Background: an optimization exercise with open tools, aiming at small area. Do not read the settings as production practice. Only simulation tests tie the RTL to the original design; equivalence was not proved. No activity file was given, so power comes from the tool's default toggle rates. The clock port is modelled as an ideal driver; clocking choices that lean on that would not hold on a real chip.

==> flow/design.v <==
module conv_window_gen #(
    parameter int IMG_W = 256,
    parameter int IMG_H = 256,
    parameter int PIX_W = 8
) (
    input  logic               clk,
    input  logic               rst,
    input  logic               go,
    input  logic [PIX_W-1:0]   pix_in,
    input  logic               pix_valid,
    output logic               pix_ready,
    output logic [9*PIX_W-1:0] win_out,
    output logic               win_valid,
    input  logic               win_ready,
    output logic               busy,
    output logic               done
);
    localparam int CW = $clog2(IMG_W);
    localparam int RW = $clog2(IMG_H);
    typedef enum logic [1:0] {IDLE, RUN, DRAIN, DONE} state_t;
    state_t           state;
    logic [CW-1:0]    col;
    logic [RW-1:0]    row;
    logic [PIX_W-1:0] lb0 [IMG_W];
    logic [PIX_W-1:0] lb1 [IMG_W];
    logic             pix_acc;
    logic             last_col;
    logic             last_row;
    logic             win_hs;
    logic [9*PIX_W-1:0] win_shift;
    assign pix_ready = (state == RUN) && (!win_valid || win_ready);
    assign pix_acc   = pix_valid && pix_ready;
    assign win_hs    = win_valid && win_ready;
    assign last_col  = (col == CW'(IMG_W - 1));
    assign last_row  = (row == RW'(IMG_H - 1));
    always_comb begin
        win_shift = '0;
        for (int r = 0; r < 3; r++) begin
            for (int c = 0; c < 2; c++) begin
                win_shift[PIX_W*(3*r+c) +: PIX_W] = win_out[PIX_W*(3*r+c+1) +: PIX_W];
            end
        end
        win_shift[PIX_W*2 +: PIX_W] = lb1[col];
        win_shift[PIX_W*5 +: PIX_W] = lb0[col];
        win_shift[PIX_W*8 +: PIX_W] = pix_in;
    end
    always_ff @(posedge clk) begin
        if (pix_acc) begin
            lb1[col] <= lb0[col];
            lb0[col] <= pix_in;
        end
    end
    always_ff @(posedge clk or posedge rst) begin
        if (rst) begin
            state     <= IDLE;
            col       <= '0;
            row       <= '0;
            win_out   <= '0;
            win_valid <= 1'b0;
            busy      <= 1'b0;
            done      <= 1'b0;
        end else begin
            case (state)
                IDLE: begin
                    if (go) begin
                        state <= RUN;
                        col   <= '0;
                        row   <= '0;
                        busy  <= 1'b1;
                    end
                end
                RUN: begin
                    if (pix_acc) begin
                        win_out   <= win_shift;
                        win_valid <= (row >= RW'(2)) && (col >= CW'(2));
                        if (last_col) begin
                            col <= '0;
                            if (last_row) begin
                                row   <= '0;
                                state <= DRAIN;
                            end else begin
                                row <= row + RW'(1);
                            end
                        end else begin
                            col <= col + CW'(1);
                        end
                    end else if (win_hs) begin
                        win_valid <= 1'b0;
                    end
                end
                DRAIN: begin
                    if (win_hs) begin
                        win_valid <= 1'b0;
                        busy      <= 1'b0;
                        done      <= 1'b1;
                        state     <= DONE;
                    end
                end
                DONE: begin
                    done  <= 1'b0;
                    state <= IDLE;
                end
                default: state <= IDLE;
            endcase
        end
    end
endmodule
==> flow/run.sh <==
#!/bin/bash
# synth_recipe.tcl (not shown) runs the flow's synth.tcl, then flattens the netlist and writes it again
# the make line also repeats each setting of config.mk as NAME=value (left out here)
make -C /OpenROAD-flow-scripts/flow DESIGN_CONFIG=/design/flow/config.mk WORK_HOME=/design/flow/orfs CLKGATE_MAP_FILE= SYNTH_SCRIPT=/design/flow/synth_recipe.tcl finish
==> flow/config.mk <==
export PLATFORM = sky130hd
export DESIGN_NAME = conv_window_gen
export DESIGN_NICKNAME = conv_window_gen
export VERILOG_FILES = /design/flow/design.v
export SDC_FILE = /design/flow/constraint.sdc
export NUM_CORES = 4
export LEC_CHECK = 0
export CAP_MARGIN = 20
export CORE_MARGIN = 2
export CORE_UTILIZATION = 40
export SLEW_MARGIN = 20
==> flow/constraint.sdc <==
create_clock -name core_clock -period 10.0 [get_ports {clk}]
set_input_delay 2.0000 -clock core_clock [delete_from_list [all_inputs] [get_ports {clk}]]
set_output_delay 2.0000 -clock core_clock [all_outputs]
set_load 0.01 [all_outputs]
==> flow_summary_export.csv, run 1 <==
group,metric,value,unit
synth,synth-seq-cells,4189,
cts,postCtsSetupBuffers,0,
die,coreArea,403000,sq um
die,start_util,0.402,
cts,ctsRootBufferMaster,"clkbuf_16",
synth,synthXorXnorAreaFrac,0.000162,
synth,ys_seq_area_frac,0.772,
global_route,grt_pass1_vias,81641,
worst_setup_path,arrival,7.17,ns
worst_setup_path,path_buf_inv,5,
synth,synth-compound-area-share,0.0277,
synth,syn_nets,7794,
timing,period_share,0.657,
synth,synth_flop_cell,"edfxtp_1",
cts,clock_path_buffers,4,
cts,cts_resized,0,
worst_setup_path,worstPathMaxFanout,90,
die,rows,233,
synth,syn_area,162000,sq um
cts,insertion_delay,1.02,ns
detailed_routing,wl_per_cell,33.9,um
layout,fin_nets,8216,
die,dieArea,411000,sq um
synth,synthMuxAreaShare,0.151,
cts,h-tree-depth,5,
layout,drive_above_1_share,0.240,
worst_setup_path,crit_path_end_kind,"register",
synth,yosysTopAreaCell,"edfxtp_1",
worst_setup_path,critPathLaunchType,"register",
hold_path,whs_path_depth,2,
synth,synthAdderAreaFrac,0.000848,
synth,synth-edff-count,4096,
run,cap_violations,0,
worst_setup_path,cpPeakStageDelay,1.12,ns
worst_setup_path,critPathTopFamily,"buffers and inverters",
worst_setup_path,r2r_slack,3.43,ns
die,fp.dieW,641,um
detailed_routing,ant_nets,0,
layout,nFillCells,33395,
synth,synth_top_family_by_area,"multiplexers",
die,boundaryPins,89,
die,die_h,641,um
timing,finalSetupViolCount,0,
timing,worst_pin_slew,1.25,ns
detailed_routing,wirelength,473000,um
synth,synth_top_cell_area_share,0.758,
power,vdd_drop_max,0.613,mV
detailed_routing,via_per_inst,6.00,
global_route,grt_pass1_wl,657000,um
cts,numCtsBuffers,419,
global_route,grt-ovfl-total,0,
layout,utilization,0.458,
cts,tritoncts,"done",
worst_setup_path,cp_slowest_cell,"dfrtp_4",
layout,areaGrowthSynthToFinish,13.8,%
timing,setup_tns,0,ns
worst_setup_path,r2r-start,"col[1]",
timing,slew_headroom,0.164,
hold_path,min_to,"win_out[6]",
worst_setup_path,critPathRequiredTime,10.60,ns
worst_setup_path,cp_common_cell,"buf_4",
place,place_congestion,0.903,
worst_setup_path,reg2reg_depth,11,
synth,synthCells,7770,
timing,final.setup_skew,0.0843,ns
timing,rsz0062_at_grt,"false",
hold_path,worst_hold_path_type,"register to register",
worst_setup_path,startpoint,"col[1]",
timing,clock.fmax,152,MHz
status,status,"timing/DRC/antenna clean",
layout,fin_area,185000,sq um
place,dp_hpwl,281000,um
power,p_leak,58.1,nW
cts,postCtsHoldBufs,0,
detailed_routing,drtPass1Iterations,6,
synth,yosys-top-cells-area,"edfxtp_1, mux4_2, mux2i_1",
detailed_routing,num_vias,83786,
synth,synth_cell_type_count,75,
place,dpl_cell_area,171000,sq um
global_route,grt_usage,0.228,
timing,report.final.slew_viol_count,0,
cts,cts.sink_count,4189,
global_route,grt_max_degree,193,
timing,hold_ws,0.471,ns
power,p_per_area,283,nW/um^2
synth,synth-simple-area-share,0.0296,
global_route,antenna_found_initial,31,
worst_setup_path,critPathKind,"register to register",
cts,clkTransAtPathRegs,0.06,ns
synth,async_reset_ff_frac,0.0222,
detailed_routing,drc,0,
power,report.power.total,52.3,mW
detailed_routing,drt_iter0_drc,12172,
timing,hold_viol,0,
timing,fin_crit,6.57,ns
hold_path,hp-start,"win_out[6]",
place,port_buffers,88,
synth,synth.avg_cell_area,20.9,sq um
worst_setup_path,crit_path_cell_trace,"buf_4 -> buf_12 -> buf_4 -> mux2i_1 -> a221oi_1 -> nand2_1 -> nand4_1 -> nor3b_2 -> nor3_4 -> buf_4 -> buf_4",
worst_setup_path,timing.rr.end,"lb1[119][2]",
synth,synth_warnings,1,
## worst max-delay path by stage
stage,to,depth (start not counted)
2_1_floorplan,lb1[0][6],13
3_3_place_gp,lb1[80][4],7
3_5_place_dp,lb1[126][7],9
4_1_cts,lb1[92][7],9
5_1_grt,lb1[126][2],11
6_report,lb1[119][2],11
## state kept, by name, indices dropped and copies added, names as in the netlist
signal	cells
row	8
win_out	72
win_valid	1
lb1	2048
state	2
col	8
busy	1
done	1
lb0	2048
## cell type report
class	instances	area, sq um	share of cell area
inverters	13	60.1	0.000325
well taps	5405	6760	0.0366
clock inverters	269	2620	0.0142
diodes	13	32.5	0.000176
flip-flops and latches	4189	125000	0.678
repair buffers	517	4470	0.0242
multi-input cells	3052	34500	0.187
clock buffers	502	11000	0.0594
## cell usage in the layout, fill, tap and decap left out, types with 13 or more instances in the layout
cell / count
nand3b_1: 17
buf_12: 21
nand2_1: 377
nor4_1: 13
nor2_1: 218
a32oi_1: 25
a21oi_1: 61
mux2_2: 21
nand4_1: 35
nand3_1: 213
nor2_2: 49
bufinv_16: 45
o22ai_1: 14
a22oi_1: 243
clkdlybuf4s50_1: 80
clkbuf_1: 71
nor2_4: 23
a31oi_1: 32
mux4_2: 867
o21ai_0: 52
clkinv_1: 107
nor3_1: 21
buf_4: 400
diode_2: 13
edfxtp_1: 4096
clkinv_2: 79
mux2i_1: 473
clkinvlp_4: 15
dfrtp_1: 85
a221oi_1: 51
clkbuf_16: 424
## stage by stage
step | instances | worst slack [ns]
after detailed placement | 13174 | 3.52
final | 13960 | 3.43
after floorplan | 7770 | 1.21
after global routing | 13949 | 3.22
after global placement | 13169 | 3.68
after CTS | 13945 | 3.51
## cell families after synthesis
group                    count (synthesis)
flip-flops                            4189
multiplexers                          1363
AND/OR/NAND/NOR                       1062
AO/OA/AOI/OAI                          613
buffers and inverters                  529
adder cells (fa/ha/maj)                 11
XOR/XNOR                                 3
## synthesized netlist by cell type, types with 9 or more instances
library cell	n
edfxtp_1	4096
mux4_2	867
mux2i_1	473
nand2_1	378
nor2_1	290
a22oi_1	243
nand3_1	216
clkbuf_1	171
buf_2	139
buf_4	135
dfrtp_1	93
a21oi_1	62
o21ai_0	58
a221oi_1	51
nand4_1	35
buf_1	34
a31oi_1	32
buf_6	32
nor3_1	28
a32oi_1	25
mux2_2	21
nand3b_1	17
nor2b_1	15
o22ai_1	14
nor4_1	13
and2_1	12
a211oi_1	11
a221o_1	11
ha_1	11
inv_1	11
o211ai_1	10
o221ai_1	10
or3_1	10
a22o_1	9
## worst reg2reg max path, stage by stage, from the launching register on
cell and delay, ns:
dfrtp_4 1.12, buf_4 0.55, buf_12 0.51, buf_4 0.85, mux2i_1 0.21, a221oi_1 0.35
nand2_1 0.11, nand4_1 0.54, nor3b_2 0.15, nor3_4 0.18, buf_4 0.59, buf_4 0.93
## power by group
group,total [mW],switching (mW),internal (mW)
combinational,13.2,9.80,3.45
sequential,23.4,0.307,23.1
clock,15.6,6.68,8.97
total,52.3,16.8,35.5
## per-layer routing
metal / GRT usage / wire length, um
met1: 0.314 / 183000
met2: 0.348 / 216000
met3: 0.0548 / 51600
met4: 0.0924 / 21900
met5: 0 / 63
==> run 2, diff against run 1 <==
==> flow/design.v (replaced) <==
module conv_window_gen #(
    parameter int IMG_W = 256,
    parameter int IMG_H = 256,
    parameter int PIX_W = 8
) (
    input  logic               clk,
    input  logic               rst,
    input  logic               go,
    input  logic [PIX_W-1:0]   pix_in,
    input  logic               pix_valid,
    output logic               pix_ready,
    output logic [9*PIX_W-1:0] win_out,
    output logic               win_valid,
    input  logic               win_ready,
    output logic               busy,
    output logic               done
);
    localparam int CW = $clog2(IMG_W);
    localparam int RW = $clog2(IMG_H);
    localparam int N  = 2 * IMG_W + 3;
    logic             drain;
    logic [CW-1:0]    col;
    logic [RW-1:0]    row;
    logic [PIX_W-1:0] chain [N];
    logic             pix_acc;
    logic             win_hs;
    logic             last_col;
    logic             last_row;
    assign pix_ready = busy && !drain && (!win_valid || win_ready);
    assign pix_acc   = pix_valid && pix_ready;
    assign win_hs    = win_valid && win_ready;
    assign last_col  = (col == CW'(IMG_W - 1));
    assign last_row  = (row == RW'(IMG_H - 1));
    always_ff @(posedge clk) begin
        if (pix_acc) begin
            chain[0] <= pix_in;
            for (int k = 1; k < N; k++) chain[k] <= chain[k-1];
        end
    end
    always_comb begin
        for (int c = 0; c < 3; c++) begin
            win_out[PIX_W*(6+c) +: PIX_W] = chain[2 - c];
            win_out[PIX_W*(3+c) +: PIX_W] = chain[IMG_W + 2 - c];
            win_out[PIX_W*(0+c) +: PIX_W] = chain[2*IMG_W + 2 - c];
        end
    end
    always_ff @(posedge clk) begin
        if (!busy) begin
            col <= '0;
            row <= '0;
        end else if (pix_acc) begin
            col <= col + CW'(1);
            if (last_col) row <= row + RW'(1);
        end
    end
    always_ff @(posedge clk or posedge rst) begin
        if (rst) begin
            win_valid <= 1'b0;
            busy      <= 1'b0;
            drain     <= 1'b0;
            done      <= 1'b0;
        end else begin
            done <= 1'b0;
            if (!busy) begin
                if (go && !done) busy <= 1'b1;
            end else if (!drain) begin
                if (pix_acc) begin
                    win_valid <= (row >= RW'(2)) && (col >= CW'(2));
                    if (last_col && last_row) drain <= 1'b1;
                end else if (win_hs) begin
                    win_valid <= 1'b0;
                end
            end else if (win_hs) begin
                win_valid <= 1'b0;
                busy      <= 1'b0;
                drain     <= 1'b0;
                done      <= 1'b1;
            end
        end
    end
endmodule
--- a/flow/config.mk
+++ b/flow/config.mk
@@ -7,5 +7,5 @@
 export LEC_CHECK = 0
 export CAP_MARGIN = 20
 export CORE_MARGIN = 2
-export CORE_UTILIZATION = 40
+export CORE_UTILIZATION = 70
 export SLEW_MARGIN = 20
==> flow_summary_export.csv, run 2 <==
group,metric,value,unit
timing,fin_crit,5.32,ns
timing,period_share,0.532,
layout,top_regs,"chain (4120), col (8), row (8)",
cts,numCtsBuffers,386,
synth,async_reset_ff_frac,0.000966,
global_route,grt_max_degree,273,
worst_setup_path,crit_path_end_kind,"output port",
cts,cts.sink_count,4140,
die,start_util,0.707,
cts,postCtsHoldBufs,0,
synth,synthMuxAreaShare,0.000401,
place,port_buffers,88,
die,fp.dieW,426,um
cts,h-tree-depth,5,
worst_setup_path,worstPathMaxFanout,4,
detailed_routing,num_vias,40111,
synth,synthAdderAreaFrac,0.000401,
power,internal_power,27.5,mW
hold_path,whs_path_depth,0,
timing,hold_viol,0,
timing,finalSetupViolCount,0,
layout,nFillCells,8067,
synth,synth-edff-count,4120,
worst_setup_path,r2r-start,"busy",
synth,syn_area,125000,sq um
detailed_routing,via_per_inst,5.44,
synth,ys_seq_area_frac,0.995,
detailed_routing,wirelength,158000,um
cts,postCtsSetupBuffers,0,
cts,clkTransAtPathRegs,0.07,ns
synth,yosys-top-cells-area,"edfxtp_1, dfxtp_1, dfrtp_1",
synth,synth_warnings,2,
layout,fin_nets,4768,
cts,ctsRootBufferMaster,"clkbuf_16",
worst_setup_path,critPathLaunchType,"input pin",
worst_setup_path,crit_path_cell_trace,"clkdlybuf4s50_1 -> nand2b_4 -> and2_1 -> clkdlybuf4s50_1",
global_route,grt_pass1_wl,243000,um
synth,synth.most_common_cell,"edfxtp_1",
die,rows,154,
global_route,grt_pass1_vias,40975,
timing,fin_ws,4.68,ns
synth,yosysTopAreaCell,"edfxtp_1",
die,boundaryPins,89,
layout,largest-register,"chain",
timing,setup_tns,0,ns
synth,synth-compound-area-share,0.00104,
worst_setup_path,critPathTopFamily,"buffers and inverters",
layout,drive_above_1_share,0.109,
worst_setup_path,cp_common_cell,"clkdlybuf4s50_1",
worst_setup_path,cp_slowest_cell,"clkdlybuf4s50_1",
synth,syn_nets,4249,
synth,synth_cell_type_count,35,
power,report.power.total,34.2,mW
synth,synth_common_cells,"edfxtp_1, dfxtp_1, nand2_1",
detailed_routing,ant_nets,0,
synth,synth_top_cell_area_share,0.992,
worst_setup_path,cpPeakStageDelay,0.54,ns
place,pre_cts_slack,4.54,ns
detailed_routing,drtPass1Iterations,6,
worst_setup_path,timing.rr.end,"chain[467][2]",
synth,synth_top_family_by_area,"simple AND/OR/NAND/NOR gates",
worst_setup_path,reg2reg_depth,5,
global_route,grt-ovfl-total,0,
layout,utilization,0.799,
synth,synth_flop_cell,"edfxtp_1",
power,p_leak,34.7,nW
cts,insertion_delay,0.94,ns
die,die_h,426,um
timing,clock.fmax,188,MHz
place,dp_hpwl,54100,um
worst_setup_path,critPathKind,"input pin to output port",
hold_path,worst_hold_path_type,"register to register",
status,status,"timing/DRC/antenna clean",
layout,largest_reg_flops,4120,
worst_setup_path,critPathRequiredTime,8.00,ns
hold_path,hp-start,"chain[33][6]",
timing,final.setup_skew,0.0301,ns
detailed_routing,drt_iter0_drc,3821,
worst_setup_path,path_buf_inv,2,
layout,most-common-layout-cells,"edfxtp_1, clkbuf_16, clkdlybuf4s50_1",
timing,worst_pin_slew,1.18,ns
power,comb_power_share,0.021,
synth,synth.avg_cell_area,29.5,sq um
global_route,grt_usage,0.177,
layout,areaGrowthSynthToFinish,13.0,%
detailed_routing,wl_per_cell,21.4,um
die,dieArea,182000,sq um
power,power_switching,6.69,mW
timing,rsz0062_at_grt,"false",
detailed_routing,drc,0,
power,power.clock.fraction,0.409,
power,power_frac_seq,0.570,
synth,synthCells,4232,
power,vdd_drop_max,0.229,mV
cts,tritoncts,"done",
synth,synthXorXnorAreaFrac,0.000140,
power,switching_share,0.196,
timing,slew_headroom,0.215,
place,place_congestion,0.702,
layout,layout_commonest_cell,"edfxtp_1",
die,coreArea,176000,sq um
worst_setup_path,r2r_slack,6.03,ns
cts,clock_path_buffers,4,
hold_path,min_to,"chain[34][6]",
synth,synth-simple-area-share,0.00230,
timing,report.final.slew_viol_count,0,
worst_setup_path,arrival,3.32,ns
run,cap_violations,0,
cts,cts_resized,0,
power,p_per_area,243,nW/um^2
synth,synth-seq-cells,4140,
global_route,antenna_found_initial,2,
## run 2: power by group through the flow
stage          clock network (mW)  registers, mW  logic [mW]
2_1_floorplan                   0           20.4       0.485
3_3_place_gp                    0           19.9       0.699
3_5_place_dp                    0           19.9       0.728
4_1_cts                      14.4           19.5       0.718
5_1_grt                      15.0           19.5       0.801
6_report                     14.0           19.5       0.709
## run 2: per-layer routing
layer  vias to the layer above  track usage  part of all wire
li1                      18324            -                 -
met1                     20760        0.289              0.48
met2                       708        0.252              0.46
met3                       319       0.0333             0.036
met4                         0       0.0559             0.023
met5                         -            0                 0
## run 2: cell type report
cell class,count,area (sq um),area share
Clock inverter,188,1640,0.0116
Timing Repair Buffer,134,1450,0.0103
Multi-Input combinational cell,84,554,0.00393
Tap cell,2340,2930,0.0208
Sequential cell,4140,124000,0.881
Antenna cell,1,2.50,0.0000178
Inverter,5,45.0,0.000320
Clock buffer,481,10200,0.0724
## run 2: cell families (layout without fill, tap and decap cells)
| logic type | Yosys count | in the layout |
|---|---|---|
| buffers and inverters | 8 | 808 |
| adder cells (fa/ha/maj) | 4 | 4 |
| flip-flops | 4140 | 4140 |
| AO/OA/AOI/OAI | 20 | 20 |
| multiplexers | 5 | 5 |
| XOR/XNOR | 2 | 2 |
| AND/OR/NAND/NOR | 53 | 53 |
| other | 0 | 1 |
## run 2: worst max-delay path by stage
stage	start	cells after the start	slack, ns	to
after detailed placement	win_ready	6	4.54	chain[480][3]
after global routing	win_ready	4	4.65	pix_ready
after CTS	win_ready	4	4.68	pix_ready
final	win_ready	4	4.68	pix_ready
after global placement	win_ready	6	4.58	chain[493][1]
after floorplan	win_ready	5	-1.73	col[4]
## run 2: metrics by stage
stage                     std cells  hold slack [ns]  cell area (sq um)
final                          7373            0.402             141000
after global routing           7373            0.411             141000
after CTS                      7372            0.401             141000
after detailed placement       6703            0.405             129000
after global placement         6703            0.400             129000
after floorplan                4232            0.400             125000
==> run 3, diff against run 2 <==
--- a/flow/config.mk
+++ b/flow/config.mk
@@ -8,4 +8,7 @@
 export CAP_MARGIN = 20
 export CORE_MARGIN = 2
 export CORE_UTILIZATION = 70
+export CTS_BUF_LIST = sky130_fd_sc_hd__clkbuf_8
+export CTS_CLUSTER_DIAMETER = 60
+export CTS_CLUSTER_SIZE = 22
 export SLEW_MARGIN = 20
==> flow_summary_export.csv, run 3 <==
group,metric,value,unit
detailed_routing,num_vias,37702,
hold_path,worst_hold_path_type,"register to register",
layout,areaGrowthSynthToFinish,6.26,%
global_route,grt_max_degree,273,
worst_setup_path,critPathTopFamily,"buffers and inverters",
synth,synthXorXnorAreaFrac,0.000140,
cts,insertion_delay,0.98,ns
worst_setup_path,arrival,3.32,ns
die,coreArea,176000,sq um
layout,drive_above_1_share,0.0635,
global_route,antenna_found_initial,2,
cts,numCtsBuffers,211,
timing,report.final.slew_viol_count,0,
worst_setup_path,critPathRequiredTime,8.00,ns
synth,async_reset_ff_frac,0.000966,
synth,synth_top_cell_area_share,0.992,
detailed_routing,drt_iter0_drc,3755,
synth,synth_flop_cell,"edfxtp_1",
worst_setup_path,cp_common_cell,"clkdlybuf4s50_1",
detailed_routing,drc,0,
synth,synth-seq-cells,4140,
synth,synth-compound-area-share,0.00104,
cts,clock_path_buffers,3,
synth,synthCells,4232,
worst_setup_path,critPathKind,"input pin to output port",
timing,slew_headroom,0.213,
synth,synth.most_common_cell,"edfxtp_1",
timing,rsz0062_at_grt,"false",
power,report.power.total,26.7,mW
layout,nFillCells,9120,
power,vdd_drop_max,0.168,mV
worst_setup_path,crit_cells,4,
global_route,grt-ovfl-total,0,
die,dieArea,182000,sq um
layout,top_regs,"chain (4120), col (8), row (8)",
power,p_leak,30.7,nW
synth,syn_nets,4249,
detailed_routing,drtPass1Iterations,5,
layout,largest_reg_flops,4120,
synth,synth-edff-count,4120,
global_route,grt_pass1_vias,35483,
synth,yosys-top-cells-area,"edfxtp_1, dfxtp_1, dfrtp_1",
worst_setup_path,crit_path_cell_trace,"clkdlybuf4s50_1 -> nand2b_4 -> and2_1 -> clkdlybuf4s50_1",
layout,regArea,124000,sq um
timing,fin_crit,5.32,ns
timing,period_share,0.532,
run,cap_violations,0,
detailed_routing,via_per_inst,5.41,
layout,utilization,0.751,
timing,worst_pin_slew,1.18,ns
global_route,grt_pass1_wl,197000,um
global_route,grt_usage,0.139,
layout,fin_nets,4593,
synth,synth_warnings,2,
synth,synthMuxAreaShare,0.000401,
layout,layout_commonest_cell,"edfxtp_1",
hold_path,whs_path_depth,0,
cts,cts.sink_count,4140,
synth,synth-simple-area-share,0.00230,
cts,h-tree-depth,4,
cts,tritoncts,"done",
detailed_routing,ant_nets,0,
die,die_h,426,um
status,status,"timing/DRC/antenna clean",
die,start_util,0.707,
worst_setup_path,critPathLaunchType,"input pin",
cts,postCtsSetupBuffers,0,
detailed_routing,wl_per_cell,18.0,um
worst_setup_path,crit_path_end_kind,"output port",
layout,largest-register,"chain",
worst_setup_path,cpPeakStageDelay,0.54,ns
die,fp.dieW,426,um
place,dp_hpwl,54100,um
worst_setup_path,cp_slowest_cell,"clkdlybuf4s50_1",
synth,synth.avg_cell_area,29.5,sq um
cts,cts_resized,0,
synth,synth_common_cells,"edfxtp_1, dfxtp_1, nand2_1",
synth,synthAdderAreaFrac,0.000401,
place,place_congestion,0.702,
synth,synth_cell_type_count,35,
die,boundaryPins,89,
cts,postCtsHoldBufs,0,
cts,clkTransAtPathRegs,0.12,ns
layout,multi_input_area,554,sq um
die,rows,154,
timing,clock.fmax,188,MHz
timing,hold_viol,0,
worst_setup_path,path_buf_inv,2,
synth,synth_top_family_by_area,"simple AND/OR/NAND/NOR gates",
synth,syn_area,125000,sq um
worst_setup_path,reg2reg_depth,5,
cts,ctsRootBufferMaster,"clkbuf_8",
timing,final.setup_skew,0.0249,ns
synth,yosysTopAreaCell,"edfxtp_1",
worst_setup_path,worstPathMaxFanout,4,
power,p_per_area,202,nW/um^2
timing,finalSetupViolCount,0,
layout,most-common-layout-cells,"edfxtp_1, clkbuf_8, clkdlybuf4s50_1",
synth,ys_seq_area_frac,0.995,
detailed_routing,wirelength,125000,um
place,port_buffers,88,
run 3: cell counts after synthesis:
Identical to the previous run, type by type.
run 3: final cells by class:
class / count / share of cell area
Multi-Input combinational cell: 84 / 0.00418
Timing Repair Buffer: 134 / 0.0110
Clock buffer: 223 / 0.0232
Clock inverter: 43 / 0.00243
Inverter: 5 / 0.000340
Sequential cell: 4140 / 0.937
Antenna cell: 6 / 0.000113
Tap cell: 2340 / 0.0221
run 3: path summary, 6_finish.rpt:
kind,startpoint,to,slack (ns)
setup / recovery,win_ready,pix_ready,4.68
hold / removal,chain[311][1],chain[312][1],0.41
setup reg to reg,busy,chain[459][7],6.01
hold reg to reg,chain[311][1],chain[312][1],0.41
max in group asynchronous,rst,drain,8.65
min in group asynchronous,rst,win_valid,1.19
run 3: through the flow:
stage               cell area, sq um  hold WS, ns  setup TNS (ns)  setup slack [ns]  instances
floorplan                     125000        0.400        -6035.16             -1.73       4232
global placement              129000        0.400               0              4.58       6703
detailed placement            129000        0.405               0              4.54       6703
CTS                           133000        0.400               0              4.68       6969
global route                  133000        0.404               0              4.65       6970
finish                        133000        0.409               0              4.68       6975
run 3: power by group:
| group | switching [mW] | internal, mW |
|---|---|---|
| clock network | 4.42 | 2.14 |
| logic | 0.619 | 0.0795 |
| registers | 0.0592 | 19.4 |
| total | 5.09 | 21.6 |
run 3: metal layers:
metal / up-vias / track usage / part of all wire
met3: 232 / 0.0272 / 0.033
met1: 19351 / 0.258 / 0.55
met4: 0 / 0.0444 / 0.023
li1: 17696 / - / -
met5: - / 0 / 0
met2: 423 / 0.167 / 0.39
run 3: logic make-up after synthesis:
family	after synthesis
AOI/OAI and AO/OA	20
xor gates and xnor gates	2
adders and majority gates	4
buffers and inverters	8
DFF	4140
muxes	5
and+or+nand+nor	53
==> run 4, diff against run 3 <==
--- a/flow/config.mk
+++ b/flow/config.mk
@@ -9,6 +9,6 @@
 export CORE_MARGIN = 2
 export CORE_UTILIZATION = 70
 export CTS_BUF_LIST = sky130_fd_sc_hd__clkbuf_8
-export CTS_CLUSTER_DIAMETER = 60
-export CTS_CLUSTER_SIZE = 22
+export CTS_CLUSTER_DIAMETER = 50
+export CTS_CLUSTER_SIZE = 18
 export SLEW_MARGIN = 20
==> flow_summary_export.csv, run 4 <==
group,metric,value,unit
status,status,"timing/DRC/antenna clean",
worst_setup_path,critPathLaunchType,"input pin",
synth,synth_flop_cell,"edfxtp_1",
timing,clock.fmax,188,MHz
power,vdd_drop_max,0.144,mV
cts,cts.sink_count,4140,
synth,synth-edff-count,4120,
die,rows,154,
detailed_routing,drt_iter0_drc,3762,
die,dieArea,182000,sq um
timing,rsz0062_at_grt,"false",
synth,async_reset_ff_frac,0.000966,
place,place_congestion,0.702,
cts,cts_resized,0,
timing,fin_crit,5.32,ns
global_route,grt_pass1_wl,201000,um
synth,synth_cell_type_count,35,
detailed_routing,drtPass1Iterations,5,
layout,utilization,0.758,
layout,drive_above_1_share,0.0793,
worst_setup_path,path_buf_inv,2,
power,p_leak,31.4,nW
timing,worst_pin_slew,1.09,ns
detailed_routing,num_vias,38341,
cts,tritoncts,"done",
cts,ctsRootBufferMaster,"clkbuf_8",
run,cap_violations,0,
detailed_routing,wirelength,128000,um
worst_setup_path,critPathKind,"input pin to output port",
worst_setup_path,r2r-start,"busy",
worst_setup_path,cp_slowest_cell,"clkdlybuf4s50_1",
die,fp.dieW,426,um
cts,clock_path_buffers,4,
worst_setup_path,startpoint,"win_ready",
cts,clkTransAtPathRegs,0.10,ns
place,dp_hpwl,54100,um
cts,h-tree-depth,5,
place,port_buffers,88,
detailed_routing,drc,0,
synth,syn_area,125000,sq um
global_route,grt_max_degree,273,
cts,insertion_delay,1.04,ns
synth,synth_warnings,2,
cts,postCtsHoldBufs,0,
die,coreArea,176000,sq um
synth,syn_nets,4249,
synth,yosys-top-cells-area,"edfxtp_1, dfxtp_1, dfrtp_1",
worst_setup_path,worstPathMaxFanout,4,
hold_path,hp-start,"chain[119][3]",
worst_setup_path,cp_common_cell,"clkdlybuf4s50_1",
worst_setup_path,critPathTopFamily,"buffers and inverters",
place,dpl_cell_area,129000,sq um
timing,hold_viol,0,
layout,fin_nets,4670,
power,p_per_area,207,nW/um^2
worst_setup_path,arrival,3.32,ns
detailed_routing,wl_per_cell,18.1,um
layout,layout_commonest_cell,"edfxtp_1",
layout,top_regs,"chain (4120), col (8), row (8)",
timing,period_share,0.532,
global_route,antenna_found_initial,3,
synth,synth.most_common_cell,"edfxtp_1",
detailed_routing,via_per_inst,5.42,
layout,most-common-layout-cells,"edfxtp_1, clkbuf_8, clkdlybuf4s50_1",
timing,report.final.slew_viol_count,0,
synth,synth_common_cells,"edfxtp_1, dfxtp_1, nand2_1",
worst_setup_path,cpPeakStageDelay,0.54,ns
synth,ys_seq_area_frac,0.995,
layout,largest_reg_flops,4120,
timing,final.setup_skew,0.0286,ns
timing,hold_ws,0.400,ns
worst_setup_path,crit_path_cell_trace,"clkdlybuf4s50_1 -> nand2b_4 -> and2_1 -> clkdlybuf4s50_1",
cts,postCtsSetupBuffers,0,
synth,yosysTopAreaCell,"edfxtp_1",
cts,numCtsBuffers,288,
layout,areaGrowthSynthToFinish,7.23,%
global_route,grt_usage,0.142,
die,start_util,0.707,
synth,synthCells,4232,
timing,slew_headroom,0.273,
place,pre_cts_slack,4.54,ns
timing,fin_ws,4.68,ns
synth,synth-seq-cells,4140,
synth,synth.avg_cell_area,29.5,sq um
layout,fin_area,134000,sq um
detailed_routing,ant_nets,0,
hold_path,worst_hold_path_type,"register to register",
global_route,grt_pass1_vias,36273,
global_route,grt-ovfl-total,0,
timing,finalSetupViolCount,0,
synth,synth_top_cell_area_share,0.992,
layout,largest-register,"chain",
die,die_h,426,um
worst_setup_path,crit_path_end_kind,"output port",
worst_setup_path,critPathRequiredTime,8.00,ns
die,boundaryPins,89,
[run 4: cell types whose count changed in the layout (fill, tap and decap cells not counted), sizes merged]
cell / previous run / this run
clkinv: 24 / 28
clkbuf: 223 / 299
clkinvlp: 5 / 2
bufinv: 4 / 6
inv: 15 / 37
diode: 6 / 8
[run 4: cell type report]
class	instances	area, sq um
Clock buffer	299	4120
Sequential cell	4140	124000
Multi-Input combinational cell	84	554
Clock inverter	68	474
Antenna cell	8	20.0
Inverter	5	45.0
Fill cell	8971	42800
Tap cell	2340	2930
Timing Repair Buffer	134	1450
[run 4: worst paths after layout]
path                                 end  slack, ns  cells past startpoint
setup / recovery               pix_ready       4.68                      4
hold / removal             chain[120][3]       0.40                      0
setup reg to reg           chain[495][1]       6.03                      5
hold reg to reg            chain[120][3]       0.40                      0
max in group asynchronous           done       8.70                      2
min in group asynchronous          drain       1.14                      2
[run 4: logic make-up (layout without fill, tap and decap cells)]
family / after synthesis / in the layout / share of synthesized area
buf+inv: 8 / 506 / 0.000301
flops: 4140 / 4140 / 0.995
fa+ha+maj: 4 / 4 / 0.000401
simple gates: 53 / 53 / 0.00230
xor+xnor: 2 / 2 / 0.000140
compound gates: 20 / 20 / 0.00104
other cells: 0 / 8 / 0
mux: 5 / 5 / 0.000401
[run 4: metal layers]
metal / GRT usage / wire, um
met3: 0.0294 / 4750
met1: 0.262 / 69700
met5: 0 / 0
met2: 0.167 / 49500
met4: 0.0536 / 3800
[run 4: through the flow]
step	instances	setup TNS, ns	power [mW]
global placement	6703	0	20.6
detailed placement	6703	0	20.6
global route	7072	0	28.8
floorplan	4232	-6035.16	20.9
finish	7078	0	27.7
CTS	7070	0	28.1
[run 4: power by group]
part / total [mW] / internal [mW] / switching [mW]
sequential: 19.5 / 19.4 / 0.0597
combinational: 0.698 / 0.0793 / 0.619
clock: 7.58 / 2.90 / 4.67
total: 27.7 / 22.4 / 5.35
==> run 5, diff against run 4 <==
==> flow/flow/run.sh (new file) <==
#!/bin/bash
# Standard layout (the standard.sh, standard synthesis unchanged) with CTS
# tuned for area: small clock buffers, no dummy loads, and port buffers of the
# smallest buffer cell.
set -euo pipefail
cd "$(dirname "$0")/.."
source flow/knobs.sh
cat >> config.mk <<EOC
export CTS_ARGS = -sink_clustering_enable -repair_clock_nets -dont_use_dummy_load -sink_clustering_size $CTS_SIZE -sink_clustering_max_diameter $CTS_DIAM -buf_list $CTS_BUFS
export BUFFER_PORTS_ARGS = -buffer_cell sky130_fd_sc_hd__buf_1
EOC
bash standard.sh finish > flow_make.log 2>&1
==> flow/flow/knobs.sh (new file) <==
CTS_SIZE=36
CTS_DIAM=80
CTS_BUFS=sky130_fd_sc_hd__clkbuf_16
==> flow/standard.sh (new file) <==
#!/bin/bash
# synth_recipe.tcl (not shown) runs the flow's synth.tcl, then flattens the netlist and writes it again
# the make line also repeats each setting of config.mk as NAME=value (left out here)
make -C /OpenROAD-flow-scripts/flow DESIGN_CONFIG=/design/flow/config.mk WORK_HOME=/design/flow/orfs CLKGATE_MAP_FILE= SYNTH_SCRIPT=/design/flow/synth_recipe.tcl "${@:-finish}"
--- a/flow/config.mk
+++ b/flow/config.mk
@@ -8,7 +8,6 @@
 export CAP_MARGIN = 20
 export CORE_MARGIN = 2
 export CORE_UTILIZATION = 70
-export CTS_BUF_LIST = sky130_fd_sc_hd__clkbuf_8
-export CTS_CLUSTER_DIAMETER = 50
-export CTS_CLUSTER_SIZE = 18
 export SLEW_MARGIN = 20
+export CTS_ARGS = -sink_clustering_enable -repair_clock_nets -dont_use_dummy_load -sink_clustering_size 36 -sink_clustering_max_diameter 80 -buf_list sky130_fd_sc_hd__clkbuf_16
+export BUFFER_PORTS_ARGS = -buffer_cell sky130_fd_sc_hd__buf_1
removed: flow/run.sh
==> flow_summary_export.csv, run 5 <==
group,metric,value,unit
status,status,"timing/DRC/antenna clean",
detailed_routing,num_vias,37352,
die,rows,154,
synth,synth_warnings,2,
cts,postCtsHoldBufs,0,
global_route,grt_pass1_wl,194000,um
cts,cts.sink_count,4140,
synth,synth_flop_cell,"edfxtp_1",
cts,insertion_delay,0.82,ns
timing,setup_tns,0,ns
die,boundaryPins,89,
timing,fin_ws,5.44,ns
worst_setup_path,cpPeakStageDelay,0.16,ns
timing,rsz0062_at_grt,"false",
cts,clock_path_buffers,3,
timing,report.final.slew_viol_count,0,
worst_setup_path,critPathRequiredTime,8.00,ns
synth,yosysTopAreaCell,"edfxtp_1",
worst_setup_path,path_buf_inv,2,
synth,yosys-top-cells-area,"edfxtp_1, dfxtp_1, dfrtp_1",
synth,synthCells,4232,
worst_setup_path,critPathLaunchType,"input pin",
place,dp_hpwl,53900,um
hold_path,whs_path_depth,0,
synth,ys_seq_area_frac,0.995,
layout,largest_reg_flops,4120,
layout,layout_commonest_cell,"edfxtp_1",
die,coreArea,176000,sq um
global_route,grt-ovfl-total,0,
synth,synth-edff-count,4120,
cts,ctsRootBufferMaster,"clkbuf_16",
worst_setup_path,crit_path_cell_trace,"buf_1 -> nand2b_4 -> and2_1 -> buf_1",
power,p_per_area,205,nW/um^2
worst_setup_path,timing.rr.end,"chain[57][1]",
global_route,grt_usage,0.137,
timing,final.setup_skew,0.0472,ns
detailed_routing,wirelength,124000,um
layout,top_regs,"chain (4120), col (8), row (8)",
cts,postCtsSetupBuffers,0,
timing,hold_ws,0.375,ns
synth,synth_common_cells,"edfxtp_1, dfxtp_1, nand2_1",
worst_setup_path,critPathTopFamily,"simple AND/OR/NAND/NOR gates",
detailed_routing,wl_per_cell,18.2,um
run,cap_violations,0,
timing,slew_headroom,0.194,
power,vdd_drop_max,0.172,mV
layout,drive_above_1_share,0.0414,
layout,most-common-layout-cells,"edfxtp_1, clkbuf_16, buf_1",
worst_setup_path,cp_common_cell,"buf_1",
hold_path,hp-start,"chain[3][1]",
synth,syn_area,125000,sq um
worst_setup_path,worstPathMaxFanout,4,
cts,h-tree-depth,4,
layout,areaGrowthSynthToFinish,5.96,%
synth,synth.most_common_cell,"edfxtp_1",
worst_setup_path,r2r-start,"busy",
layout,fin_area,132000,sq um
place,pre_cts_slack,4.84,ns
place,dp_cells,6693,
timing,hold_viol,0,
worst_setup_path,startpoint,"win_ready",
synth,synth_cell_type_count,35,
worst_setup_path,arrival,2.56,ns
timing,period_share,0.456,
place,port_buffers,88,
die,fp.dieW,426,um
synth,synth_top_cell_area_share,0.992,
detailed_routing,drt_iter0_drc,3991,
cts,clkTransAtPathRegs,0.11,ns
global_route,grt_max_degree,250,
worst_setup_path,crit_path_end_kind,"output port",
timing,fin_crit,4.56,ns
synth,async_reset_ff_frac,0.000966,
place,dpl_cell_area,129000,sq um
detailed_routing,drc,0,
layout,largest-register,"chain",
layout,layout.cells.non_filler,6839,
cts,cts_resized,0,
cts,numCtsBuffers,145,
synth,synth-seq-cells,4140,
detailed_routing,drtPass1Iterations,5,
cts,tritoncts,"done",
hold_path,min_to,"chain[4][1]",
die,dieArea,182000,sq um
global_route,antenna_found_initial,3,
timing,worst_pin_slew,1.21,ns
timing,finalSetupViolCount,0,
detailed_routing,via_per_inst,5.46,
hold_path,worst_hold_path_type,"register to register",
layout,fin_nets,4517,
die,start_util,0.707,
worst_setup_path,critPathKind,"input pin to output port",
worst_setup_path,reg2reg_depth,5,
global_route,grt_pass1_vias,34695,
synth,synth.avg_cell_area,29.5,sq um
timing,clock.fmax,220,MHz
die,die_h,426,um
power,p_leak,30.4,nW
detailed_routing,ant_nets,0,
worst_setup_path,cp_slowest_cell,"nand2b_4",
synth,syn_nets,4249,
worst_setup_path,r2r_slack,6.08,ns
place,place_congestion,0.683,
==> run 5: kinds of logic after synthesis <==
logic type,synth area share
compound gates,0.00104
fa+ha+maj,0.000401
mux,0.000401
simple gates,0.00230
flops,0.995
buf+inv,0.000301
xor+xnor,0.000140
==> run 5: worst max path at each step <==
stage / to / cells past startpoint
floorplan: col[4] / 5
global placement: chain[56][1] / 6
detailed placement: chain[63][1] / 6
CTS: pix_ready / 4
global route: pix_ready / 4
finish: pix_ready / 4
==> run 5: area by class of cell <==
class / instances / area [sq um]
Antenna cell: 1 / 2.50
Clock buffer: 145 / 3630
Fill cell: 9187 / 44400
Inverter: 5 / 45.0
Multi-Input combinational cell: 84 / 554
Sequential cell: 4140 / 124000
Tap cell: 2340 / 2930
Timing Repair Buffer: 124 / 851
==> run 5: per-layer routing <==
layer,vias up,track usage,wire length [um]
met5,-,0,0
li1,17530,-,-
met1,19298,0.255,68200
met4,0,0.0393,2740
met2,352,0.170,49800
met3,172,0.0223,3460
==> run 5: worst register-to-register path, cell delays in order (launching register included) <==
cell and delay, ns:
dfrtp_1 0.61, nor2b_1 0.38, nand3_4 0.29, clkinv_16 0.49, buf_12 0.86, buf_4 0.96
==> run 5: per-stage QoR <==
stage / util / power, mW
4_1_cts: 0.749 / 27.5
6_report: 0.749 / 27.1
3_5_place_dp: 0.728 / 20.6
3_3_place_gp: 0.728 / 20.5
5_1_grt: 0.749 / 28.0
2_1_floorplan: - / 20.9
==> run 5: where the power goes <==
part	total (mW)	switching [mW]	internal (mW)	leakage [nW]
Combinational	0.679	0.616	0.0629	0.612
Clock	6.95	4.32	2.63	1.79
Sequential	19.5	0.0594	19.4	28.0
==> run 6, diff against run 5 <==
==> flow/flow/knobs.sh (replaced) <==
CTS_SIZE=40
CTS_DIAM=80
CTS_BUFS=sky130_fd_sc_hd__clkbuf_16
--- a/flow/config.mk
+++ b/flow/config.mk
@@ -9,5 +9,5 @@
 export CORE_MARGIN = 2
 export CORE_UTILIZATION = 70
 export SLEW_MARGIN = 20
-export CTS_ARGS = -sink_clustering_enable -repair_clock_nets -dont_use_dummy_load -sink_clustering_size 36 -sink_clustering_max_diameter 80 -buf_list sky130_fd_sc_hd__clkbuf_16
+export CTS_ARGS = -sink_clustering_enable -repair_clock_nets -dont_use_dummy_load -sink_clustering_size 40 -sink_clustering_max_diameter 80 -buf_list sky130_fd_sc_hd__clkbuf_16
 export BUFFER_PORTS_ARGS = -buffer_cell sky130_fd_sc_hd__buf_1
==> flow_summary_export.csv, run 6 <==
group,metric,value,unit
status,status,"timing/DRC/antenna clean",
power,p_leak,30.4,nW
cts,tritoncts,"done",
timing,worst_pin_slew,1.15,ns
power,vdd_drop_max,0.167,mV
cts,cts.sink_count,4140,
layout,nFillCells,9178,
worst_setup_path,critPathTopFamily,"simple AND/OR/NAND/NOR gates",
worst_setup_path,cpPeakStageDelay,0.16,ns
synth,ys_seq_area_frac,0.995,
die,dieArea,182000,sq um
detailed_routing,wl_per_cell,18.1,um
cts,insertion_delay,0.82,ns
worst_setup_path,arrival,2.56,ns
synth,synth-edff-count,4120,
power,report.power.total,27.1,mW
timing,period_share,0.456,
global_route,antenna_found_initial,3,
worst_setup_path,critPathKind,"input pin to output port",
die,die_h,426,um
timing,slew_headroom,0.231,
timing,fin_crit,4.56,ns
timing,clock.fmax,220,MHz
global_route,grt_usage,0.137,
synth,synth_top_family_by_area,"simple AND/OR/NAND/NOR gates",
worst_setup_path,cp_slowest_cell,"nand2b_4",
synth,yosysTopAreaCell,"edfxtp_1",
layout,top_regs,"chain (4120), col (8), row (8)",
global_route,grt_pass1_wl,194000,um
detailed_routing,drtPass1Iterations,7,
timing,hold_viol,0,
place,place_congestion,0.683,
run,cap_violations,0,
worst_setup_path,critPathLaunchType,"input pin",
detailed_routing,ant_nets,0,
cts,postCtsHoldBufs,0,
synth,synthXorXnorAreaFrac,0.000140,
timing,final.setup_skew,0.0534,ns
synth,synth-simple-area-share,0.00230,
worst_setup_path,crit_path_cell_trace,"buf_1 -> nand2b_4 -> and2_1 -> buf_1",
synth,synth_cell_type_count,35,
power,p_per_area,205,nW/um^2
synth,synth_warnings,2,
layout,largest_reg_flops,4120,
cts,cts_resized,0,
layout,areaGrowthSynthToFinish,5.96,%
synth,syn_area,125000,sq um
cts,clkTransAtPathRegs,0.13,ns
synth,syn_nets,4249,
synth,synth-compound-area-share,0.00104,
timing,finalSetupViolCount,0,
detailed_routing,drt_iter0_drc,4028,
cts,ctsRootBufferMaster,"clkbuf_16",
synth,synthCells,4232,
layout,utilization,0.749,
detailed_routing,num_vias,37389,
layout,fin_nets,4517,
synth,async_reset_ff_frac,0.000966,
die,start_util,0.707,
layout,largest-register,"chain",
place,dp_hpwl,53900,um
hold_path,worst_hold_path_type,"register to register",
layout,most-common-layout-cells,"edfxtp_1, clkbuf_16, buf_1",
synth,synthMuxAreaShare,0.000401,
cts,h-tree-depth,4,
cts,numCtsBuffers,145,
cts,postCtsSetupBuffers,0,
die,fp.dieW,426,um
synth,synth_flop_cell,"edfxtp_1",
timing,rsz0062_at_grt,"false",
synth,synth_common_cells,"edfxtp_1, dfxtp_1, nand2_1",
global_route,grt_max_degree,250,
synth,synth-seq-cells,4140,
die,coreArea,176000,sq um
cts,clock_path_buffers,3,
global_route,grt_pass1_vias,34660,
detailed_routing,wirelength,124000,um
layout,layout_commonest_cell,"edfxtp_1",
worst_setup_path,cp_common_cell,"buf_1",
timing,report.final.slew_viol_count,0,
detailed_routing,via_per_inst,5.47,
synth,yosys-top-cells-area,"edfxtp_1, dfxtp_1, dfrtp_1",
worst_setup_path,worstPathMaxFanout,4,
die,boundaryPins,89,
synth,synth_top_cell_area_share,0.992,
synth,synth.avg_cell_area,29.5,sq um
synth,synthAdderAreaFrac,0.000401,
worst_setup_path,crit_path_end_kind,"output port",
global_route,grt-ovfl-total,0,
layout,drive_above_1_share,0.0414,
worst_setup_path,r2r_slack,6.09,ns
detailed_routing,drc,0,
synth,synth.most_common_cell,"edfxtp_1",
worst_setup_path,path_buf_inv,2,
place,port_buffers,88,
worst_setup_path,critPathRequiredTime,8.00,ns
die,rows,154,
[run 6: cell counts after synthesis]
Identical to the previous run, type by type.
[run 6: worst register-to-register path, cell delays in order (launching register included)]
cell and delay [ns]:
dfrtp_1 0.60, nor2b_1 0.38, nand3_4 0.29, clkinv_16 0.53, buf_12 0.87, buf_4 0.90
[run 6: metrics by stage]
step,cells,setup TNS (ns),cell area (sq um),setup slack [ns],hold WS [ns]
final,6839,0,132000,5.44,0.377
after global routing,6839,0,132000,5.39,0.371
after CTS,6838,0,132000,5.44,0.379
after detailed placement,6693,0,129000,4.84,0.405
after global placement,6693,0,129000,4.94,0.400
after floorplan,4232,-6035.16,125000,-1.73,0.400
[run 6: cell type report]
| cell class | instances | area [sq um] | share of cell area |
|---|---|---|---|
| inverter | 5 | 45.0 | 0.000341 |
| clock buffer | 145 | 3630 | 0.0275 |
| multi-input combinational | 84 | 554 | 0.00419 |
| antenna | 1 | 2.50 | 0.0000189 |
| tap | 2340 | 2930 | 0.0222 |
| timing repair buffer | 124 | 851 | 0.00644 |
| sequential | 4140 | 124000 | 0.939 |
[run 6: logic make-up (layout without fill, tap and decap cells)]
group | after synthesis | in the layout
buffers and inverters | 8 | 274
AND/OR/NAND/NOR | 53 | 53
AO/OA/AOI/OAI | 20 | 20
XOR/XNOR | 2 | 2
other | 0 | 1
flip-flops | 4140 | 4140
adder cells (fa/ha/maj) | 4 | 4
multiplexers | 5 | 5
[run 6: path summary, 6_finish.rpt]
check,end,cells after the start,start
worst max-delay path,pix_ready,4,win_ready
worst min-delay path,chain[263][3],0,chain[262][3]
worst max register to register,chain[62][1],5,busy
worst min register to register,chain[263][3],0,chain[262][3]
max in group asynchronous,win_valid,2,rst
min in group asynchronous,done,2,rst
[run 6: layer usage]
layer  GRT usage  up-vias  part of all wire
met4      0.0390        0             0.022
met3      0.0220      162             0.028
met1       0.255    19364              0.55
met5           0        -                 0
li1            -    17522                 -
met2       0.170      341              0.40
[run 6: report_power, final]
part           switching (mW)  internal [mW]
Sequential             0.0594           19.4
Combinational           0.616         0.0628
Clock                    4.31           2.63
==> run 7, diff against run 6 <==
==> flow/flow/knobs.sh (replaced) <==
CTS_SIZE=18
CTS_DIAM=50
CTS_BUFS=sky130_fd_sc_hd__clkbuf_8
--- a/flow/config.mk
+++ b/flow/config.mk
@@ -9,5 +9,5 @@
 export CORE_MARGIN = 2
 export CORE_UTILIZATION = 70
 export SLEW_MARGIN = 20
-export CTS_ARGS = -sink_clustering_enable -repair_clock_nets -dont_use_dummy_load -sink_clustering_size 40 -sink_clustering_max_diameter 80 -buf_list sky130_fd_sc_hd__clkbuf_16
+export CTS_ARGS = -sink_clustering_enable -repair_clock_nets -dont_use_dummy_load -sink_clustering_size 18 -sink_clustering_max_diameter 50 -buf_list sky130_fd_sc_hd__clkbuf_8
 export BUFFER_PORTS_ARGS = -buffer_cell sky130_fd_sc_hd__buf_1
==> flow_summary_export.csv, run 7 <==
group,metric,value,unit
status,status,"timing/DRC/antenna clean",
cts,postCtsHoldBufs,0,
timing,rsz0062_at_grt,"false",
synth,synthCells,4232,
synth,synth_common_cells,"edfxtp_1, dfxtp_1, nand2_1",
power,vdd_drop_max,0.195,mV
synth,synth_cell_type_count,35,
cts,clkTransAtPathRegs,0.09,ns
cts,insertion_delay,1.03,ns
detailed_routing,drtPass1Iterations,5,
worst_setup_path,critPathRequiredTime,8.00,ns
hold_path,worst_hold_path_type,"register to register",
run,cap_violations,0,
worst_setup_path,path_buf_inv,2,
layout,areaGrowthSynthToFinish,6.23,%
layout,utilization,0.751,
die,dieArea,182000,sq um
synth,async_reset_ff_frac,0.000966,
cts,cts_resized,0,
worst_setup_path,cpPeakStageDelay,0.16,ns
synth,syn_nets,4249,
timing,final.setup_skew,0.0600,ns
cts,ctsRootBufferMaster,"clkbuf_8",
timing,worst_pin_slew,1.14,ns
cts,clock_path_buffers,4,
synth,yosysTopAreaCell,"edfxtp_1",
synth,ys_seq_area_frac,0.995,
detailed_routing,drc,0,
timing,clock.fmax,220,MHz
worst_setup_path,critPathKind,"input pin to output port",
worst_setup_path,crit_cells,4,
synth,synth.avg_cell_area,29.5,sq um
worst_setup_path,critPathLaunchType,"input pin",
worst_setup_path,worstPathMaxFanout,4,
place,place_congestion,0.683,
die,fp.dieW,426,um
power,p_leak,30.7,nW
layout,fin_nets,4659,
global_route,grt-ovfl-total,0,
detailed_routing,drt_iter0_drc,3659,
synth,synth-seq-cells,4140,
layout,nFillCells,9012,
die,start_util,0.707,
synth,syn_area,125000,sq um
global_route,antenna_found_initial,2,
global_route,grt_usage,0.141,
detailed_routing,ant_nets,0,
timing,hold_viol,0,
die,rows,154,
die,boundaryPins,89,
worst_setup_path,crit_path_end_kind,"output port",
synth,synth_warnings,2,
place,dp_hpwl,53900,um
die,coreArea,176000,sq um
synth,yosys-top-cells-area,"edfxtp_1, dfxtp_1, dfrtp_1",
synth,synth-edff-count,4120,
worst_setup_path,cp_slowest_cell,"nand2b_4",
synth,synth_top_cell_area_share,0.992,
global_route,grt_pass1_vias,36027,
cts,h-tree-depth,5,
cts,tritoncts,"done",
global_route,grt_max_degree,250,
layout,top_regs,"chain (4120), col (8), row (8)",
detailed_routing,wl_per_cell,18.3,um
power,report.power.total,27.3,mW
synth,synth_flop_cell,"edfxtp_1",
cts,postCtsSetupBuffers,0,
layout,layout_commonest_cell,"edfxtp_1",
synth,synth.most_common_cell,"edfxtp_1",
detailed_routing,num_vias,38110,
timing,finalSetupViolCount,0,
timing,report.final.slew_viol_count,0,
detailed_routing,via_per_inst,5.46,
layout,drive_above_1_share,0.0707,
cts,numCtsBuffers,287,
layout,most-common-layout-cells,"edfxtp_1, clkbuf_8, buf_1",
worst_setup_path,critPathTopFamily,"simple AND/OR/NAND/NOR gates",
place,port_buffers,88,
timing,fin_crit,4.56,ns
timing,period_share,0.456,
hold_path,whs_path_depth,0,
worst_setup_path,cp_common_cell,"buf_1",
timing,hold_ws,0.372,ns
worst_setup_path,arrival,2.56,ns
cts,cts.sink_count,4140,
power,p_per_area,206,nW/um^2
layout,largest-register,"chain",
global_route,grt_pass1_wl,200000,um
detailed_routing,wirelength,128000,um
worst_setup_path,reg2reg_depth,5,
worst_setup_path,crit_path_cell_trace,"buf_1 -> nand2b_4 -> and2_1 -> buf_1",
die,die_h,426,um
timing,slew_headroom,0.239,
layout,largest_reg_flops,4120,
[run 7: cell type report]
cell class                 instances  area [sq um]  share of cell area
multi-input combinational         84           554             0.00418
clock buffer                     287          3950              0.0298
timing repair buffer             124           851             0.00642
inverter                           5          45.0            0.000340
antenna                            4          10.0           0.0000756
tap                             2340          2930              0.0221
sequential                      4140        124000               0.937
[run 7: power by group]
part / switching [mW] / internal, mW / leakage [nW]
combinational: 0.619 / 0.0629 / 0.612
clock: 4.56 / 2.60 / 2.06
sequential: 0.0592 / 19.4 / 28.0
total: 5.23 / 22.1 / 30.7
[run 7: logic make-up (layout without fill, tap and decap cells)]
group	after synthesis	after routing	synth area share
flip-flops	4140	4140	0.995
AO/OA/AOI/OAI	20	20	0.00104
adder cells (fa/ha/maj)	4	4	0.000401
multiplexers	5	5	0.000401
AND/OR/NAND/NOR	53	53	0.00230
buffers and inverters	8	416	0.000301
XOR/XNOR	2	2	0.000140
other	0	4	0
[run 7: path summary, 6_finish.rpt]
check,from,to,slack [ns]
max in group asynchronous,rst,win_valid,8.99
min reg2reg,chain[80][7],chain[81][7],0.37
max reg2reg,busy,chain[66][1],6.10
max,win_ready,pix_ready,5.44
min in group asynchronous,rst,done,0.87
min,chain[80][7],chain[81][7],0.37
[run 7: worst reg2reg max path, delay by kind of cell, from the launching register on]
kind	cells	cell delay, ns
and+or+nand+nor	2	0.67
DFF	1	0.60
buffers and inverters	3	2.31
[run 7: routing by layer]
metal	track usage	up-vias	part of all wire
li1	-	17771	-
met1	0.260	19485	0.55
met2	0.167	536	0.39
met3	0.0287	318	0.038
met4	0.0541	0	0.030
met5	0	-	0
[run 7: through the flow]
stage	setup WS (ns)	TNS, ns	cells	area [sq um]
2_1_floorplan	-1.73	-6035.16	4232	125000
3_3_place_gp	4.94	0	6693	129000
3_5_place_dp	4.84	0	6693	129000
6_report	5.44	0	6984	132000
5_1_grt	5.39	0	6981	132000
4_1_cts	5.44	0	6980	132000
==> run 8, diff against run 7 <==
==> flow/flow/knobs.sh (replaced) <==
CTS_SIZE=22
CTS_DIAM=60
CTS_BUFS=sky130_fd_sc_hd__clkbuf_8
--- a/flow/config.mk
+++ b/flow/config.mk
@@ -9,5 +9,5 @@
 export CORE_MARGIN = 2
 export CORE_UTILIZATION = 70
 export SLEW_MARGIN = 20
-export CTS_ARGS = -sink_clustering_enable -repair_clock_nets -dont_use_dummy_load -sink_clustering_size 18 -sink_clustering_max_diameter 50 -buf_list sky130_fd_sc_hd__clkbuf_8
+export CTS_ARGS = -sink_clustering_enable -repair_clock_nets -dont_use_dummy_load -sink_clustering_size 22 -sink_clustering_max_diameter 60 -buf_list sky130_fd_sc_hd__clkbuf_8
 export BUFFER_PORTS_ARGS = -buffer_cell sky130_fd_sc_hd__buf_1
==> flow_summary_export.csv, run 8 <==
group,metric,value,unit
cts,h-tree-depth,4,
synth,syn_area,125000,sq um
cts,clkTransAtPathRegs,0.12,ns
synth,yosysTopAreaCell,"edfxtp_1",
worst_setup_path,timing.rr.end,"chain[110][2]",
synth,ys_seq_area_frac,0.995,
cts,insertion_delay,0.96,ns
synth,async_reset_ff_frac,0.000966,
synth,synth.avg_cell_area,29.5,sq um
synth,synth_cell_type_count,35,
worst_setup_path,crit_path_cell_trace,"buf_1 -> nand2b_4 -> and2_1 -> buf_1",
global_route,antenna_found_initial,2,
synth,synth_warnings,2,
worst_setup_path,r2r-start,"busy",
layout,utilization,0.745,
synth,synth-seq-cells,4140,
hold_path,worst_hold_path_type,"register to register",
timing,worst_pin_slew,1.10,ns
layout,most-common-layout-cells,"edfxtp_1, clkbuf_8, buf_1",
die,rows,154,
timing,period_share,0.456,
global_route,grt-ovfl-total,0,
detailed_routing,drtPass1Iterations,5,
cts,tritoncts,"done",
timing,rsz0062_at_grt,"false",
timing,clock.fmax,219,MHz
place,place_congestion,0.683,
synth,synth_common_cells,"edfxtp_1, dfxtp_1, nand2_1",
synth,syn_nets,4249,
worst_setup_path,r2r_slack,6.02,ns
synth,synth.most_common_cell,"edfxtp_1",
cts,numCtsBuffers,210,
detailed_routing,via_per_inst,5.45,
cts,postCtsHoldBufs,0,
timing,slew_headroom,0.267,
layout,nFillCells,9180,
cts,clock_path_buffers,3,
worst_setup_path,crit_path_end_kind,"output port",
timing,report.final.slew_viol_count,0,
worst_setup_path,cpPeakStageDelay,0.16,ns
global_route,grt_pass1_wl,196000,um
detailed_routing,drc,0,
timing,finalSetupViolCount,0,
cts,ctsRootBufferMaster,"clkbuf_8",
cts,cts_resized,0,
global_route,grt_max_degree,250,
power,p_leak,30.1,nW
timing,hold_ws,0.393,ns
detailed_routing,num_vias,37596,
synth,synth-edff-count,4120,
die,fp.dieW,426,um
synth,synth_flop_cell,"edfxtp_1",
layout,areaGrowthSynthToFinish,5.37,%
die,boundaryPins,89,
place,dp_hpwl,53900,um
worst_setup_path,worstPathMaxFanout,4,
layout,drive_above_1_share,0.0550,
place,port_buffers,88,
worst_setup_path,cp_slowest_cell,"nand2b_4",
die,dieArea,182000,sq um
die,start_util,0.707,
global_route,grt_pass1_vias,35233,
detailed_routing,wl_per_cell,18.0,um
detailed_routing,ant_nets,0,
layout,fin_nets,4582,
timing,hold_viol,0,
worst_setup_path,reg2reg_depth,5,
layout,top_regs,"chain (4120), col (8), row (8)",
status,status,"timing/DRC/antenna clean",
timing,final.setup_skew,0.0323,ns
power,p_per_area,201,nW/um^2
die,coreArea,176000,sq um
worst_setup_path,critPathRequiredTime,8.00,ns
cts,cts.sink_count,4140,
die,die_h,426,um
worst_setup_path,arrival,2.56,ns
detailed_routing,wirelength,125000,um
layout,largest-register,"chain",
synth,synth_top_cell_area_share,0.992,
global_route,grt_usage,0.138,
worst_setup_path,critPathKind,"input pin to output port",
layout,layout_commonest_cell,"edfxtp_1",
power,vdd_drop_max,0.156,mV
timing,fin_crit,4.56,ns
detailed_routing,drt_iter0_drc,3725,
worst_setup_path,critPathLaunchType,"input pin",
worst_setup_path,cp_common_cell,"buf_1",
worst_setup_path,crit_path_end,"pix_ready",
worst_setup_path,startpoint,"win_ready",
layout,largest_reg_flops,4120,
synth,yosys-top-cells-area,"edfxtp_1, dfxtp_1, dfrtp_1",
run,cap_violations,0,
synth,synthCells,4232,
cts,postCtsSetupBuffers,0,
[run 8: cell counts after synthesis]
Identical to the previous run, type by type.
[run 8: worst min path at each step]
stage                              from  cells after the start            end  slack (ns)
after global placement    chain[282][1]                      0  chain[283][1]        0.40
after global routing      chain[510][1]                      0  chain[511][1]        0.40
after detailed placement  chain[103][4]                      0  chain[104][4]        0.40
after floorplan            chain[99][0]                      0  chain[100][0]        0.40
after CTS                  chain[23][3]                      0   chain[24][3]        0.39
final                      chain[23][3]                      0   chain[24][3]        0.39
[run 8: layout make-up]
| type | count | area [sq um] | area share |
|---|---|---|---|
| inverters | 5 | 45.0 | 0.000343 |
| multi-input cells | 84 | 554 | 0.00422 |
| repair buffers | 124 | 851 | 0.00647 |
| clock buffers | 210 | 2890 | 0.0220 |
| flip-flops and latches | 4140 | 124000 | 0.945 |
| diodes | 1 | 2.50 | 0.0000190 |
| well taps | 2340 | 2930 | 0.0223 |
[run 8: per-stage QoR]
stage | setup TNS (ns) | area (sq um) | total power, mW | setup WS (ns) | cells
finish | 0 | 131000 | 26.4 | 5.44 | 6904
global route | 0 | 131000 | 27.3 | 5.39 | 6904
CTS | 0 | 131000 | 26.7 | 5.44 | 6903
detailed placement | 0 | 129000 | 20.6 | 4.84 | 6693
global placement | 0 | 129000 | 20.5 | 4.94 | 6693
floorplan | -6035.16 | 125000 | 20.9 | -1.73 | 4232
[run 8: logic make-up (layout without fill, tap and decap cells)]
group,Yosys count,after routing,share of synthesized area
xor gates and xnor gates,2,2,0.000140
and+or+nand+nor,53,53,0.00230
buffers and inverters,8,339,0.000301
muxes,5,5,0.000401
DFF,4140,4140,0.995
adders and majority gates,4,4,0.000401
AOI/OAI and AO/OA,20,20,0.00104
other,0,1,0
[run 8: critical path, delay by kind of cell]
family,cells,cell delay [ns]
buffers and inverters,2,0.25
AND/OR/NAND/NOR,2,0.30
[run 8: per-layer routing]
metal / vias up / routed length [um] / share of wire / track usage
li1: 17608 / - / - / -
met2: 407 / 48800 / 0.39 / 0.166
met5: - / 0 / 0 / 0
met3: 230 / 4030 / 0.032 / 0.0262
met1: 19351 / 68700 / 0.55 / 0.257
met4: 0 / 3110 / 0.025 / 0.0426
[run 8: power breakdown]
part | total (mW) | switching (mW) | internal [mW] | leakage, nW
Sequential | 19.5 | 0.0595 | 19.4 | 28.0
Combinational | 0.680 | 0.617 | 0.0630 | 0.612
Clock | 6.21 | 4.31 | 1.90 | 1.51

-- re-timing with driven ports --
The results above use ideal ports. As a check the final layouts listed here were re-extracted and re-timed, cells and wires unchanged.
Step 1 assumes that a clkbuf_16 drives the clock port and a buf_2 every other input.
Step 2, shift: input delay + t, output delay - t, t = (earliest + latest rising clock arrival at the registers) / 2. This alone moves slack from input paths to output paths.
Slacks: no drivers / after step 1 / after step 2; pairs: no drivers / after step 1.
run | t (ns) | setup slack, ns | hold slack, ns | pins driven straight from the clock port
run 1 | 1.090 | 3.428 / 3.428 / 3.428 | 0.471 / 0.471 / 0.471 | 1
run 2 | 1.005 | 4.685 / 4.661 / 4.400 | 0.402 / 0.402 / 0.402 | 1
run 3 | 1.038 | 4.676 / 4.653 / 4.413 | 0.409 / 0.409 / 0.409 | 1
run 4 | 1.107 | 4.685 / 4.662 / 4.420 | 0.400 / 0.400 / 0.400 | 1
run 5 | 0.873 | 5.445 / 5.422 / 4.844 | 0.375 / 0.375 / 0.375 | 1
run 6 | 0.872 | 5.444 / 5.422 / 4.846 | 0.377 / 0.377 / 0.377 | 1
run 7 | 1.074 | 5.445 / 5.423 / 4.849 | 0.372 / 0.372 / 0.372 | 1
run 8 | 1.003 | 5.443 / 5.421 / 4.799 | 0.393 / 0.393 / 0.393 | 1
After both steps setup and hold are still met in every run listed. For run 8, which loses most, drivers alone change the setup slack by -0.022 ns; drivers and shift together by -0.644 ns.
